Background: an optimization exercise with open tools, aiming at small area, a short achievable clock period and few clock cycles per item. Do not read the settings as production practice. Function was checked by simulation only, so behaviour that the tests miss may differ from the original.

===== flow/design.v =====
`timescale 1ns / 1ps
module first_person_camera_pose #(
  parameter int CORDIC_STEPS = 16
) (
  input  logic                clk_i,
  input  logic                rst_ni,
  input  logic                cfg_we_i,
  input  logic [2:0]          cfg_addr_i,
  input  logic [15:0]         cfg_wdata_i,
  input  logic                in_valid_i,
  output logic                in_stall_o,
  input  logic [1:0]          req_type_i,
  input  logic [2:0]          direction_i,
  input  logic [15:0]         delta_time_i,
  input  logic signed [15:0]  x_offset_i,
  input  logic signed [15:0]  y_offset_i,
  input  logic                can_go_up_i,
  input  logic                can_go_down_i,
  input  logic signed [31:0]  set_pos_x_i,
  input  logic signed [31:0]  set_pos_y_i,
  input  logic signed [31:0]  set_pos_z_i,
  input  logic signed [24:0]  set_yaw_i,
  input  logic signed [23:0]  set_pitch_i,
  output logic                out_valid_o,
  input  logic                out_stall_i,
  output logic signed [31:0]  pos_x_o,
  output logic signed [31:0]  pos_y_o,
  output logic signed [31:0]  pos_z_o,
  output logic signed [15:0]  front_x_o,
  output logic signed [15:0]  front_y_o,
  output logic signed [15:0]  front_z_o,
  output logic signed [15:0]  right_x_o,
  output logic signed [15:0]  right_y_o,
  output logic signed [15:0]  right_z_o,
  output logic signed [15:0]  up_x_o,
  output logic signed [15:0]  up_y_o,
  output logic signed [15:0]  up_z_o
);
  localparam logic [1:0] REQ_MOVE = 2'd0;
  localparam logic [1:0] REQ_LOOK = 2'd1;
  localparam logic [1:0] REQ_SET  = 2'd2;
  localparam logic [2:0] CFG_SENS  = 3'd0;
  localparam logic [2:0] CFG_SPEED = 3'd1;
  localparam logic [2:0] CFG_FLY   = 3'd2;
  localparam logic [2:0] CFG_WUX   = 3'd3;
  localparam logic [2:0] CFG_WUY   = 3'd4;
  localparam logic [2:0] CFG_WUZ   = 3'd5;
  localparam logic signed [29:0] DEG90     = 30'sd5898240;
  localparam logic signed [29:0] DEG180    = 30'sd11796480;
  localparam logic signed [29:0] DEG360    = 30'sd23592960;
  localparam logic signed [29:0] PITCH_LIM = 30'sd5832704;
  localparam logic signed [33:0] CORDIC_GAIN = 34'sd652032874;
  localparam logic signed [15:0] ONE_Q14 = 16'sd16384;
  localparam logic [4:0] LAST_STEP = 5'(CORDIC_STEPS - 1);
  typedef enum logic [4:0] {
    S_IDLE, S_MV1, S_MV2, S_APPLY, S_LK1, S_LK2, S_LK3, S_LK4, S_ST1, S_WRAP,
    S_CORP, S_CORPX, S_CORY, S_FRONT, S_NH, S_NA, S_NSQ, S_NSKIP, S_NSQRT,
    S_NDIV, S_NFIN, S_CROSS
  } state_e;
  localparam logic [1:0] T_HF = 2'd0;
  localparam logic [1:0] T_F  = 2'd1;
  localparam logic [1:0] T_R  = 2'd2;
  localparam logic [1:0] T_U  = 2'd3;
  localparam logic [1:0] I_ACC  = 2'd0;
  localparam logic [1:0] I_0    = 2'd1;
  localparam logic [1:0] I_8    = 2'd2;
  localparam logic [1:0] I_8192 = 2'd3;
  function automatic logic signed [29:0] atan_deg(input logic [3:0] i);
    logic signed [29:0] r;
    case (i)
      4'd0:  r = 30'sd2949120;
      4'd1:  r = 30'sd1740967;
      4'd2:  r = 30'sd919879;
      4'd3:  r = 30'sd466945;
      4'd4:  r = 30'sd234379;
      4'd5:  r = 30'sd117266;
      4'd6:  r = 30'sd58666;
      4'd7:  r = 30'sd29335;
      4'd8:  r = 30'sd14668;
      4'd9:  r = 30'sd7334;
      4'd10: r = 30'sd3667;
      4'd11: r = 30'sd1833;
      4'd12: r = 30'sd917;
      4'd13: r = 30'sd458;
      4'd14: r = 30'sd229;
      default: r = 30'sd115;
    endcase
    atan_deg = r;
  endfunction
  function automatic logic signed [23:0] clamp_pitch(input logic signed [29:0] p);
    logic signed [23:0] r;
    if (p > PITCH_LIM) begin
      r = 24'(PITCH_LIM);
    end else if (p < -PITCH_LIM) begin
      r = -(24'(PITCH_LIM));
    end else begin
      r = 24'(p);
    end
    clamp_pitch = r;
  endfunction
  function automatic logic signed [31:0] sat32(input logic signed [33:0] v);
    logic signed [31:0] r;
    if (v > 34'sd2147483647) begin
      r = 32'sh7fffffff;
    end else if (v < -34'sd2147483648) begin
      r = 32'sh80000000;
    end else begin
      r = 32'(v);
    end
    sat32 = r;
  endfunction
  function automatic logic big30(input logic signed [33:0] v);
    big30 = (v >= 34'sd1073741824) || (v <= -34'sd1073741824);
  endfunction
  function automatic logic signed [15:0] pick3(input logic signed [47:0] v, input logic [1:0] i);
    logic signed [15:0] r;
    case (i)
      2'd1:    r = v[31:16];
      2'd2:    r = v[47:32];
      default: r = v[15:0];
    endcase
    pick3 = r;
  endfunction
  state_e state_q, state_d;
  logic [4:0] cnt_q, cnt_d;
  logic       out_valid_q;
  logic [15:0]        sens_q, speed_q;
  logic               fly_q;
  logic signed [47:0] wu_q;           
  logic signed [31:0] posx_q, posy_q, posz_q;
  logic signed [24:0] yaw_q;
  logic signed [23:0] pitch_q;
  logic signed [47:0] fv_q, rv_q, uv_q;    
  logic [2:0]         dir_q;
  logic               cgu_q, cgd_q;
  logic [1:0]         msel_q;
  logic               msub_q;
  logic signed [15:0] mvx_q, mvz_q;
  logic [1:0]         tgt_q;
  logic               xsel_q, neg_q;
  logic [2:0]         sgn_q;
  logic signed [29:0] w_q;
  logic [30:0]        r_q;
  logic [33:0]        rem_q;
  logic signed [33:0] p_q [3];
  logic signed [16:0] ma_q, mb_q;
  logic signed [33:0] prod_q;
  logic               c1_v, c2_v, c1_sub, c2_sub;
  logic [1:0]         c1_init, c2_init, c1_sh, c2_sh;
  logic [63:0]        acc_q;
  logic rdy, in_acc, commit;
  assign rdy        = (state_q == S_IDLE) && !out_valid_q;
  assign in_acc     = in_valid_i && rdy;
  assign in_stall_o = !rdy;
  logic signed [63:0] acc_mac, acc_base, acc_add;
  logic signed [34:0] la [3], lb [3], lres [3];
  logic               lsub [3], lcin [3];
  logic signed [23:0] pclamp;
  logic [35:0]        sq_a, sq_diff;
  logic               sq_ge;
  logic signed [29:0] wa, wb, wsum;
  logic signed [33:0] pos_sum;
  logic signed [31:0] pos_cur;
  logic signed [33:0] mv;
  logic               any_big;
  logic               cordic_d;
  logic signed [15:0] mk;
  logic [1:0]         ck;
  logic signed [33:0] fsrc;
  logic [15:0]        nq [3];
  logic               iss;
  logic [1:0]         iss_init, iss_sh;
  logic               iss_sub;
  logic signed [16:0] ma_d, mb_d;
  logic [1:0] cr_a, cr_b;
  always_comb begin
    acc_base = signed'(acc_q);
    case (c2_init)
      I_0:     acc_base = 64'sd0;
      I_8:     acc_base = 64'sd8;
      I_8192:  acc_base = 64'sd8192;
      default: ;
    endcase
    acc_add = 64'(prod_q);
    case (c2_sh)
      2'd1:    acc_add = acc_add <<< 16;
      2'd2:    acc_add = acc_add <<< 30;
      2'd3:    acc_add = acc_add <<< 32;
      default: ;
    endcase
    acc_mac = acc_base + (acc_add ^ {64{c2_sub}}) + 64'(c2_sub);
    any_big  = big30(p_q[0]) || big30(p_q[1]) || big30(p_q[2]);
    cordic_d = !w_q[29];
    sq_a    = {rem_q, acc_q[61:60]};
    sq_diff = sq_a - {3'b000, r_q, 2'b01};
    sq_ge   = !sq_diff[35];
    nq[0] = acc_q[15:0];
    nq[1] = acc_q[31:16];
    nq[2] = acc_q[47:32];
    for (int k = 0; k < 3; k++) begin
      la[k]   = 35'(p_q[k]);
      lb[k]   = 35'(signed'({4'b0000, r_q}));
      lsub[k] = 1'b1;
      case (state_q)
        S_NA: begin
          la[k] = '0;
          lb[k] = 35'(p_q[k]);
        end
        S_NFIN: begin
          la[k]   = 35'(signed'({sgn_q[k], nq[k][15:1] ^ {15{sgn_q[k]}}}));
          lb[k]   = '0;
          lsub[k] = 1'b0;
        end
        S_CORP, S_CORY: begin
          if (k == 0) begin
            lb[k]   = 35'(p_q[2] >>> cnt_q[3:0]);
            lsub[k] = cordic_d;
          end else begin
            lb[k]   = 35'(p_q[0] >>> cnt_q[3:0]);
            lsub[k] = !cordic_d;
          end
        end
        default: ;
      endcase
      lcin[k] = (state_q == S_NFIN) ? (nq[k][0] ^ sgn_q[k]) : lsub[k];
      lres[k] = la[k] + (lb[k] ^ {35{lsub[k]}}) + 35'(lcin[k]);
    end
    wa = w_q;
    wb = '0;
    case (state_q)
      S_LK3: begin
        wa = 30'(pitch_q);
        wb = acc_q[33:4];
      end
      S_LK4: begin
        wa = 30'(yaw_q);
        wb = acc_q[33:4];
      end
      S_WRAP: begin
        if (w_q >= DEG180) begin
          wb = -DEG360;
        end else if (w_q < -DEG180) begin
          wb = DEG360;
        end else begin
          wa = 30'(pitch_q);
        end
      end
      S_CORP, S_CORY: begin
        wb = cordic_d ? -atan_deg(cnt_q[3:0]) : atan_deg(cnt_q[3:0]);
      end
      S_CORPX: begin
        wa = 30'(yaw_q);
        if (30'(yaw_q) > DEG90) begin
          wb = -DEG180;
        end else if (30'(yaw_q) < -DEG90) begin
          wb = DEG180;
        end
      end
      default: ;
    endcase
    wsum = wa + wb;
    pclamp = clamp_pitch((state_q == S_ST1) ? 30'(signed'(r_q[23:0])) : w_q);
    ck = (cnt_q == 5'd4) ? 2'd0 : ((cnt_q == 5'd6) ? 2'd1 : 2'd2);
    case (ck)
      2'd0:    pos_cur = posx_q;
      2'd1:    pos_cur = posy_q;
      default: pos_cur = posz_q;
    endcase
    mv      = acc_q[47:14];
    pos_sum = 34'(pos_cur) + (mv ^ {34{msub_q}}) + 34'(msub_q);
    fsrc = cnt_q[2] ? p_q[2] : p_q[0];
    case (msel_q)
      2'd1:    mk = pick3(rv_q, cnt_q[2:1]);
      2'd2:    mk = pick3(wu_q, cnt_q[2:1]);
      default: mk = (cnt_q[2:1] == 2'd0) ? mvx_q : ((cnt_q[2:1] == 2'd2) ? mvz_q : 16'sd0);
    endcase
    case (cnt_q[2:0])
      3'd0:    begin cr_a = 2'd1; cr_b = 2'd2; end
      3'd1:    begin cr_a = 2'd2; cr_b = 2'd1; end
      3'd2:    begin cr_a = 2'd2; cr_b = 2'd0; end
      3'd3:    begin cr_a = 2'd0; cr_b = 2'd2; end
      3'd4:    begin cr_a = 2'd0; cr_b = 2'd1; end
      default: begin cr_a = 2'd1; cr_b = 2'd0; end
    endcase
  end
  always_comb begin
    iss      = 1'b0;
    iss_init = I_ACC;
    iss_sh   = 2'd0;
    iss_sub  = 1'b0;
    ma_d     = '0;
    mb_d     = '0;
    case (state_q)
      S_IDLE: begin
        if (req_type_i == REQ_LOOK) begin
          iss      = 1'b1;
          iss_init = I_8;
          ma_d     = 17'(y_offset_i);
        end else begin
          ma_d     = signed'({1'b0, delta_time_i});
        end
        mb_d = signed'({1'b0, (req_type_i == REQ_LOOK) ? sens_q : speed_q});
      end
      S_LK1: begin
        iss      = 1'b1;
        iss_init = I_8;
        ma_d     = 17'(signed'(r_q[15:0]));
        mb_d     = signed'({1'b0, sens_q});
      end
      S_APPLY: begin
        if (cnt_q <= 5'd5) begin
          iss  = 1'b1;
          ma_d = 17'(mk);
          if (cnt_q[0]) begin
            mb_d   = signed'({9'b0, w_q[23:16]});
            iss_sh = 2'd1;
          end else begin
            mb_d     = signed'({1'b0, w_q[15:0]});
            iss_init = I_8192;
          end
        end
      end
      S_FRONT: begin
        if (cnt_q <= 5'd7) begin
          iss     = 1'b1;
          iss_sub = neg_q;
          case (cnt_q[1:0])
            2'd0: begin
              ma_d = signed'({1'b0, fsrc[15:0]});
              mb_d = signed'({1'b0, rem_q[15:0]});
              iss_init = I_0;
            end
            2'd1: begin
              ma_d = 17'(signed'(fsrc[31:16]));
              mb_d = signed'({1'b0, rem_q[15:0]});
              iss_sh = 2'd1;
            end
            2'd2: begin
              ma_d = signed'({1'b0, fsrc[15:0]});
              mb_d = signed'({1'b0, rem_q[31:16]});
              iss_sh = 2'd1;
            end
            default: begin
              ma_d = 17'(signed'(fsrc[31:16]));
              mb_d = signed'({1'b0, rem_q[31:16]});
              iss_sh = 2'd3;
            end
          endcase
        end
      end
      S_NSQ: begin
        if (cnt_q <= 5'd8) begin
          logic [29:0] u;
          iss = 1'b1;
          case (cnt_q)
            5'd0, 5'd1, 5'd2: u = p_q[0][29:0];
            5'd3, 5'd4, 5'd5: u = p_q[1][29:0];
            default:          u = p_q[2][29:0];
          endcase
          case (cnt_q)
            5'd0, 5'd3, 5'd6: begin
              ma_d = signed'({2'b00, u[14:0]});
              mb_d = signed'({2'b00, u[14:0]});
              iss_init = (cnt_q == 5'd0) ? I_0 : I_ACC;
            end
            5'd1, 5'd4, 5'd7: begin
              ma_d = signed'({2'b00, u[29:15]});
              mb_d = signed'({2'b00, u[14:0]});
              iss_sh = 2'd1;
            end
            default: begin
              ma_d = signed'({2'b00, u[29:15]});
              mb_d = signed'({2'b00, u[29:15]});
              iss_sh = 2'd2;
            end
          endcase
        end
      end
      S_CROSS: begin
        if (cnt_q <= 5'd5) begin
          iss      = 1'b1;
          iss_init = cnt_q[0] ? I_ACC : I_0;
          iss_sub  = cnt_q[0];
          if (xsel_q) begin
            ma_d = 17'(pick3(rv_q, cr_a));
            mb_d = 17'(pick3(fv_q, cr_b));
          end else begin
            ma_d = 17'(pick3(fv_q, cr_a));
            mb_d = 17'(pick3(wu_q, cr_b));
          end
        end
      end
      default: ;
    endcase
  end
  always_ff @(posedge clk_i) begin
    ma_q    <= ma_d;
    mb_q    <= mb_d;
    c1_v    <= iss;
    c1_init <= iss_init;
    c1_sh   <= iss_sh;
    c1_sub  <= iss_sub;
    prod_q  <= ma_q * mb_q;
    c2_v    <= c1_v;
    c2_init <= c1_init;
    c2_sh   <= c1_sh;
    c2_sub  <= c1_sub;
  end
  always_comb begin
    state_d = state_q;
    cnt_d   = cnt_q + 5'd1;
    commit  = 1'b0;
    case (state_q)
      S_IDLE: begin
        cnt_d = '0;
        if (in_acc) begin
          case (req_type_i)
            REQ_MOVE: state_d = S_MV1;
            REQ_LOOK: state_d = S_LK1;
            REQ_SET:  state_d = S_ST1;
            default:  commit  = 1'b1;
          endcase
        end
      end
      S_MV1: state_d = S_MV2;
      S_MV2: begin
        cnt_d = '0;
        case (dir_q)
          3'd0, 3'd1: state_d = S_NH;
          3'd2, 3'd3: state_d = S_APPLY;
          3'd4:       if (fly_q && cgu_q) state_d = S_APPLY; else commit = 1'b1;
          3'd5:       if (fly_q && cgd_q) state_d = S_APPLY; else commit = 1'b1;
          default:    commit = 1'b1;
        endcase
      end
      S_APPLY: if (cnt_q == 5'd8) commit = 1'b1;
      S_LK1:   state_d = S_LK2;
      S_LK2:   state_d = S_LK3;
      S_LK3:   state_d = S_LK4;
      S_LK4:   state_d = S_WRAP;
      S_ST1:   state_d = S_WRAP;
      S_WRAP: begin
        cnt_d = '0;
        if (!(w_q >= DEG180) && !(w_q < -DEG180)) state_d = S_CORP;
      end
      S_CORP:  if (cnt_q == {1'b0, LAST_STEP[3:0]}) state_d = S_CORPX;
      S_CORPX: begin
        cnt_d   = '0;
        state_d = S_CORY;
      end
      S_CORY: if (cnt_q == {1'b0, LAST_STEP[3:0]}) begin
        cnt_d   = '0;
        state_d = S_FRONT;
      end
      S_FRONT: if (cnt_q == 5'd10) state_d = S_NH;
      S_NH:    if (!any_big) state_d = S_NA;
      S_NA: begin
        cnt_d   = '0;
        state_d = S_NSQ;
      end
      S_NSQ: if (cnt_q == 5'd11) begin
        cnt_d   = '0;
        state_d = (acc_q == '0) ? S_NFIN : S_NSKIP;
      end
      S_NSKIP: begin
        if (acc_q[61:46] == '0 && cnt_q < 5'd16) begin
          cnt_d = cnt_q + 5'd8;
        end else begin
          cnt_d   = cnt_q;
          state_d = S_NSQRT;
        end
      end
      S_NSQRT: if (cnt_q == 5'd30) begin
        cnt_d   = '0;
        state_d = S_NDIV;
      end
      S_NDIV: if (cnt_q == 5'd15) state_d = S_NFIN;
      S_NFIN: begin
        cnt_d = '0;
        case (tgt_q)
          T_HF:    state_d = S_APPLY;
          T_U:     commit  = 1'b1;
          default: state_d = S_CROSS;
        endcase
      end
      S_CROSS: if (cnt_q == 5'd8) state_d = S_NH;
      default: state_d = S_IDLE;
    endcase
    if (commit) state_d = S_IDLE;
  end
  always_ff @(posedge clk_i or negedge rst_ni) begin
    if (!rst_ni) begin
      state_q     <= S_IDLE;
      out_valid_q <= 1'b0;
    end else begin
      state_q     <= state_d;
      out_valid_q <= commit || (out_valid_q && out_stall_i);
    end
  end
  always_ff @(posedge clk_i or negedge rst_ni) begin
    if (!rst_ni) begin
      sens_q  <= 16'd3932;
      speed_q <= 16'd2560;
      fly_q   <= 1'b1;
      wu_q    <= {16'sd0, ONE_Q14, 16'sd0};
    end else if (cfg_we_i) begin
      case (cfg_addr_i)
        CFG_SENS:  sens_q  <= cfg_wdata_i;
        CFG_SPEED: speed_q <= cfg_wdata_i;
        CFG_FLY:   fly_q   <= cfg_wdata_i[0];
        CFG_WUX:   wu_q[15:0]  <= cfg_wdata_i;
        CFG_WUY:   wu_q[31:16] <= cfg_wdata_i;
        CFG_WUZ:   wu_q[47:32] <= cfg_wdata_i;
        default:   ;
      endcase
    end
  end
  logic signed [15:0] res16 [3];
  always_comb begin
    for (int k = 0; k < 3; k++) res16[k] = lres[k][15:0];
  end
  always_ff @(posedge clk_i or negedge rst_ni) begin
    if (!rst_ni) begin
      posx_q  <= '0;
      posy_q  <= '0;
      posz_q  <= '0;
      yaw_q   <= '0;
      pitch_q <= '0;
      fv_q    <= {16'sd0, 16'sd0, ONE_Q14};
      rv_q    <= {ONE_Q14, 16'sd0, 16'sd0};
      uv_q    <= {16'sd0, ONE_Q14, 16'sd0};
    end else begin
      if (state_q == S_ST1) begin
        posx_q  <= p_q[0][31:0];
        posy_q  <= p_q[1][31:0];
        posz_q  <= p_q[2][31:0];
        pitch_q <= pclamp;
      end
      if (state_q == S_LK4) pitch_q <= pclamp;
      if (state_q == S_WRAP && state_d == S_CORP) yaw_q <= w_q[24:0];
      if (state_q == S_APPLY) begin
        if (cnt_q == 5'd4) posx_q <= sat32(pos_sum);
        if (cnt_q == 5'd6) posy_q <= sat32(pos_sum);
        if (cnt_q == 5'd8) posz_q <= sat32(pos_sum);
      end
      if (state_q == S_NFIN) begin
        case (tgt_q)
          T_F:     fv_q <= {res16[2], res16[1], res16[0]};
          T_R:     rv_q <= {res16[2], res16[1], res16[0]};
          T_U:     uv_q <= {res16[2], res16[1], res16[0]};
          default: ;
        endcase
      end
    end
  end
  always_ff @(posedge clk_i) begin
    cnt_q <= cnt_d;
    if (c2_v) begin
      acc_q <= acc_mac;
    end else if (state_q == S_NSKIP && state_d == S_NSKIP) begin
      acc_q <= acc_q << 16;
    end else if (state_q == S_NSQRT) begin
      acc_q <= acc_q << 2;
    end else if (state_q == S_NDIV) begin
      acc_q[15:0]  <= {acc_q[14:0],  !lres[0][34]};
      acc_q[31:16] <= {acc_q[30:16], !lres[1][34]};
      acc_q[47:32] <= {acc_q[46:32], !lres[2][34]};
    end
    case (state_q)
      S_IDLE: begin
        if (in_acc) begin
          dir_q  <= direction_i;
          cgu_q  <= can_go_up_i;
          cgd_q  <= can_go_down_i;
          p_q[0] <= 34'(set_pos_x_i);
          p_q[1] <= 34'(set_pos_y_i);
          p_q[2] <= 34'(set_pos_z_i);
          w_q    <= 30'(set_yaw_i);
          r_q    <= (req_type_i == REQ_LOOK) ? 31'(x_offset_i) : 31'(set_pitch_i);
        end
      end
      S_MV2: begin
        w_q    <= 30'(prod_q[31:8]);
        msub_q <= (dir_q == 3'd1) || (dir_q == 3'd2) || (dir_q == 3'd5);
        msel_q <= (dir_q[2:1] == 2'd0) ? 2'd0 : ((dir_q[2:1] == 2'd1) ? 2'd1 : 2'd2);
        p_q[0] <= 34'(signed'(fv_q[15:0]));
        p_q[1] <= '0;
        p_q[2] <= 34'(signed'(fv_q[47:32]));
        tgt_q  <= T_HF;
      end
      S_LK3: w_q <= wsum;
      S_LK4: w_q <= wsum;
      S_WRAP: begin
        w_q <= wsum;
        if (state_d == S_CORP) begin
          p_q[0] <= CORDIC_GAIN;
          p_q[2] <= '0;
        end
      end
      S_CORP, S_CORY: begin
        w_q    <= wsum;
        p_q[0] <= lres[0][33:0];
        p_q[2] <= lres[2][33:0];
      end
      S_CORPX: begin
        w_q    <= wsum;
        neg_q  <= (30'(yaw_q) > DEG90) || (30'(yaw_q) < -DEG90);
        rem_q  <= p_q[0];
        p_q[1] <= p_q[2];
        p_q[0] <= CORDIC_GAIN;
        p_q[2] <= '0;
      end
      S_FRONT: begin
        if (cnt_q == 5'd6)  p_q[0] <= acc_q[63:30];
        if (cnt_q == 5'd10) begin
          p_q[2] <= acc_q[63:30];
          tgt_q  <= T_F;
        end
      end
      S_NH: begin
        if (any_big) begin
          p_q[0] <= p_q[0] >>> 1;
          p_q[1] <= p_q[1] >>> 1;
          p_q[2] <= p_q[2] >>> 1;
        end
      end
      S_NA: begin
        for (int k = 0; k < 3; k++) begin
          sgn_q[k] <= p_q[k][33];
          if (p_q[k][33]) p_q[k] <= lres[k][33:0];
        end
      end
      S_NSQ: begin
        rem_q <= '0;
        r_q   <= '0;
      end
      S_NSQRT: begin
        rem_q <= sq_ge ? sq_diff[33:0] : sq_a[33:0];
        r_q   <= {r_q[29:0], sq_ge};
      end
      S_NDIV: begin
        for (int k = 0; k < 3; k++) begin
          p_q[k] <= lres[k][34] ? {p_q[k][32:0], 1'b0} : {lres[k][32:0], 1'b0};
        end
      end
      S_NFIN: begin
        if (tgt_q == T_HF) begin
          mvx_q <= res16[0];
          mvz_q <= res16[2];
        end
        xsel_q <= (tgt_q == T_R);
      end
      S_CROSS: begin
        if (cnt_q == 5'd4) p_q[0] <= acc_q[33:0];
        if (cnt_q == 5'd6) p_q[1] <= acc_q[33:0];
        if (cnt_q == 5'd8) begin
          p_q[2] <= acc_q[33:0];
          tgt_q  <= xsel_q ? T_U : T_R;
        end
      end
      default: ;
    endcase
  end
  assign out_valid_o = out_valid_q;
  assign pos_x_o     = posx_q;
  assign pos_y_o     = posy_q;
  assign pos_z_o     = posz_q;
  assign front_x_o   = fv_q[15:0];
  assign front_y_o   = fv_q[31:16];
  assign front_z_o   = fv_q[47:32];
  assign right_x_o   = rv_q[15:0];
  assign right_y_o   = rv_q[31:16];
  assign right_z_o   = rv_q[47:32];
  assign up_x_o      = uv_q[15:0];
  assign up_y_o      = uv_q[31:16];
  assign up_z_o      = uv_q[47:32];
endmodule

===== flow/run.sh =====
#!/bin/bash
# synth_recipe.tcl (not shown) runs the flow's synth.tcl, then flattens the netlist and writes it again
# the make line also repeats each setting of config.mk as NAME=value (left out here)
make -C /OpenROAD-flow-scripts/flow DESIGN_CONFIG=/design/flow/config.mk WORK_HOME=/design/flow/orfs CLKGATE_MAP_FILE= SYNTH_SCRIPT=/design/flow/synth_recipe.tcl finish

===== flow/config.mk =====
export PLATFORM = sky130hd
export DESIGN_NAME = first_person_camera_pose
export DESIGN_NICKNAME = first_person_camera_pose
export VERILOG_FILES = /design/flow/design.v
export SDC_FILE = /design/flow/constraint.sdc
export NUM_CORES = 4
export LEC_CHECK = 0
export CAP_MARGIN = 20
export CORE_MARGIN = 2
export CORE_UTILIZATION = 40
export SLEW_MARGIN = 20

===== flow/constraint.sdc =====
create_clock -name core_clock -period 12.0 [get_ports {clk_i}]
set_input_delay 2.4000 -clock core_clock [delete_from_list [all_inputs] [get_ports {clk_i}]]
set_output_delay 2.4000 -clock core_clock [all_outputs]
set_load 0.01 [all_outputs]

==> out/metrics.yaml <==
drcViolationCount: 0
yosysWarnings: 9
worstPathMaxFanout: 50
ant_nets: 0
cap_violations: 0
clk_pin_slew_ps: 80
numCtsBuffers: 101
avgSynthCellArea_um2: 8.31
synthCells: 9545
cts_setup_buffers: 0
cp-end-kind: "flip-flop"
cts-root-buf: "clkbuf_16"
tightestPinTransition_ps: 1440
start_util: 0.402
rows: 163
core_um2: 197000
first_pass_iters: 10
setup_viol: 0
fin_crit_sh: 0.714
period_minus_slack_ps: 8570
clkLatencyLatePin_ps: 820
clock_path_buffers: 3
vias: 84100
port_buffers: 465
yosysTopAreaCell: "edfxtp_1"
htreeDepth: 3
layout_setup_ws_ps: 3430
synth_nets: 10400
synth_area_um2: 79300
die_w_um: 449
cts_resized: 0
slew_violations: 0
synthFlopType: "dfrtp_1"
grt_use_met2: 0.657
cp_data_required_time_ps: 12500
hpwl_um: 368000
start_kind: "flip-flop"
cp.arrival_ps: 9070
netlist-cell-type-count: 110
grt_overflow: 0
avgRoutedWirePerCell_um: 39.0
die_area_um2: 202000
antenna_found_initial: 65
gp_congestion: 1.08
ys_ff_latch: 791
slew_headroom: 0.0282
post_dp_cell_area_um2: 87400
clock_sinks: 791
grt_usage: 0.466
postCtsHoldBufs: 0
fmax_mhz: 117
hold_viol_final: 0
synth.top_cell.area_share: 0.119
finalNetCount: 10600
worstHoldPathType: "reg2reg"
synthArstFlopShare: 0.475
skew_ps: 77.8
drive_gt1_frac: 0.0997
grt_max_degree: 137
grtUsageMet1: 0.580
path_class: "reg2reg"
synthTopCellsByArea: "edfxtp_1 12%, dfrtp_1 11%, fa_1 7.7%"
die_y_um: 449
yosysSeqAreaShare: 0.263
drt_iter0_drc: 13600
rsz0062_at_grt: "no"
vias_per_cell: 6.74
grt_pass1_vias: 78000
cts_tree: "done"
setup_tns_ps: 0
drt_wl_total_um: 487000
busiest_layer: "met2"
dpl_worst_slack_ps: 3780
final_cell_area_um2: 91300
grt_pass1_wl_um: 659000
use_met3: 0.161
boundaryPins: 466
synth_edf_count: 313
status: "timing/DRC/antenna clean"
syn_to_final_growth_pct: 15.1
[synth_stat cells (136+ instances only)]
cell / instances
nand2_1: 1347
a21oi_1: 822
o21ai_0: 688
clkbuf_1: 627
nor2_1: 504
inv_1: 490
ha_1: 370
dfrtp_1: 361
edfxtp_1: 313
fa_1: 305
xnor2_1: 254
mux2i_1: 229
and2_1: 223
xor2_1: 197
mux2_2: 193
a21o_1: 187
nand3_1: 173
a22oi_1: 160
a221oi_1: 136
[per-stage QoR]
stage                      util  hold WS, ps  std cells
after floorplan               -          310       9545
after global placement    0.443          311      12200
after detailed placement  0.443          313      12200
after CTS                 0.462          321      12400
after global routing      0.462          318      12400
final                     0.463          325      12500
[critical path, stage by stage, from the launching register on]
cell      delay (ps)
dfrtp_1          330
buf_4            370
nor2_1           210
nand3_2          140
buf_4            510
inv_1            580
nor2_4           230
nand2_1           60
buf_4            290
nor2_1           270
or3_1            170
nand2_1          110
fa_1             520
fa_1             520
a211oi_1         340
o21ai_0          170
a31oi_1          390
o32a_1           320
buf_4            260
o21ai_1          170
a31o_2           290
a21oi_4          700
buf_4            500
mux2_2           380
a21oi_1          170
a21oi_1           80
[placed cells by master, fill, tap and decap left out, drive strengths merged, types with 187 or more instances in the layout]
cell / Yosys / final
a21o: 187 / 187
a21oi: 823 / 823
and2: 223 / 223
buf: 125 / 353
clkdlybuf4s50: 0 / 464
dfrtp: 361 / 361
edfxtp: 313 / 313
fa: 305 / 305
ha: 370 / 370
inv: 492 / 501
mux2: 193 / 193
mux2i: 229 / 229
nand2: 1347 / 1347
nor2: 506 / 506
o21ai: 714 / 714
xnor2: 254 / 254
xor2: 197 / 197
[layout make-up]
class	instances	area [um2]
inverter	495	1860
tap	2640	3300
multi-input combinational	7505	54100
timing repair buffer	820	7360
clock inverter	54	622
sequential	791	20900
clock buffer	137	3050
antenna	43	108
fill	19400	106000
[registers in the layout, summed over array words and instances (netlist names), 16 cells and up, named ones only]
name	count
p_q	102
acc_q	64
fv_q	48
rv_q	48
uv_q	48
wu_q	48
prod_q	34
rem_q	34
posx_q	32
posy_q	32
posz_q	32
r_q	31
w_q	30
yaw_q	25
pitch_q	24
ma_q	17
mb_q	17
mvx_q	16
mvz_q	16
sens_q	16
speed_q	16
[cell families after synthesis]
logic type,after synthesis,synth area share
fa+ha+maj,675,0.135
buf+inv,1249,0.0601
compound gates,2985,0.244
flops,791,0.263
simple gates,2889,0.168
xor+xnor,452,0.0501
mux,504,0.0796
[final timing paths]
check                                start   endpoint  slack, ps  depth (start not counted)
worst max-delay path            state_q[0]  p_q[1][2]       3430                         25
worst min-delay path                c1_sub     c2_sub        330                          0
max in group asynchronous           rst_ni  posy_q[3]       8040                          3
worst min register to register      c1_sub     c2_sub        330                          0
min in group asynchronous           rst_ni   fv_q[40]       1700                          1
worst max register to register  state_q[0]  p_q[1][2]       3430                         25
[per-layer routing]
| metal | part of all wire | wire length [um] |
|---|---|---|
| met1 | 0.38 | 183000 |
| met2 | 0.41 | 197000 |
| met3 | 0.12 | 59400 |
| met4 | 0.095 | 46100 |
| met5 | 0.0012 | 603 |
Testbench counts, summed over its fixed seeds: cycles 332,242, items 2,400.

-- what the ideal ports hide --
In the flow no input, the clock included, has a driving cell. The finished layout below was timed again as built, in two steps. Step 1 sets driving cells, clkbuf_16 on the clock port and buf_2 on the other inputs (assumed; they add their load-dependent delay and slew). Step 2 adds t to the input delays and takes it off the output delays; t is the mean of the earliest and latest rising clock arrival at the registers after step 1. Input paths then give back, and output paths get back, about the clock's delay inside the block. Slacks: ideal / step 1 / step 2; pairs: ideal / step 1.
t, ns: 0.880
slack for setup (ns): 3.432 / 3.432 / 3.432
worst setup path after step 2: register to register
pins driven straight from the clock port: 1
After both steps this run still meets setup and hold. For this run, drivers alone change the setup slack by 0.000 ns; drivers and shift together by 0.000 ns.
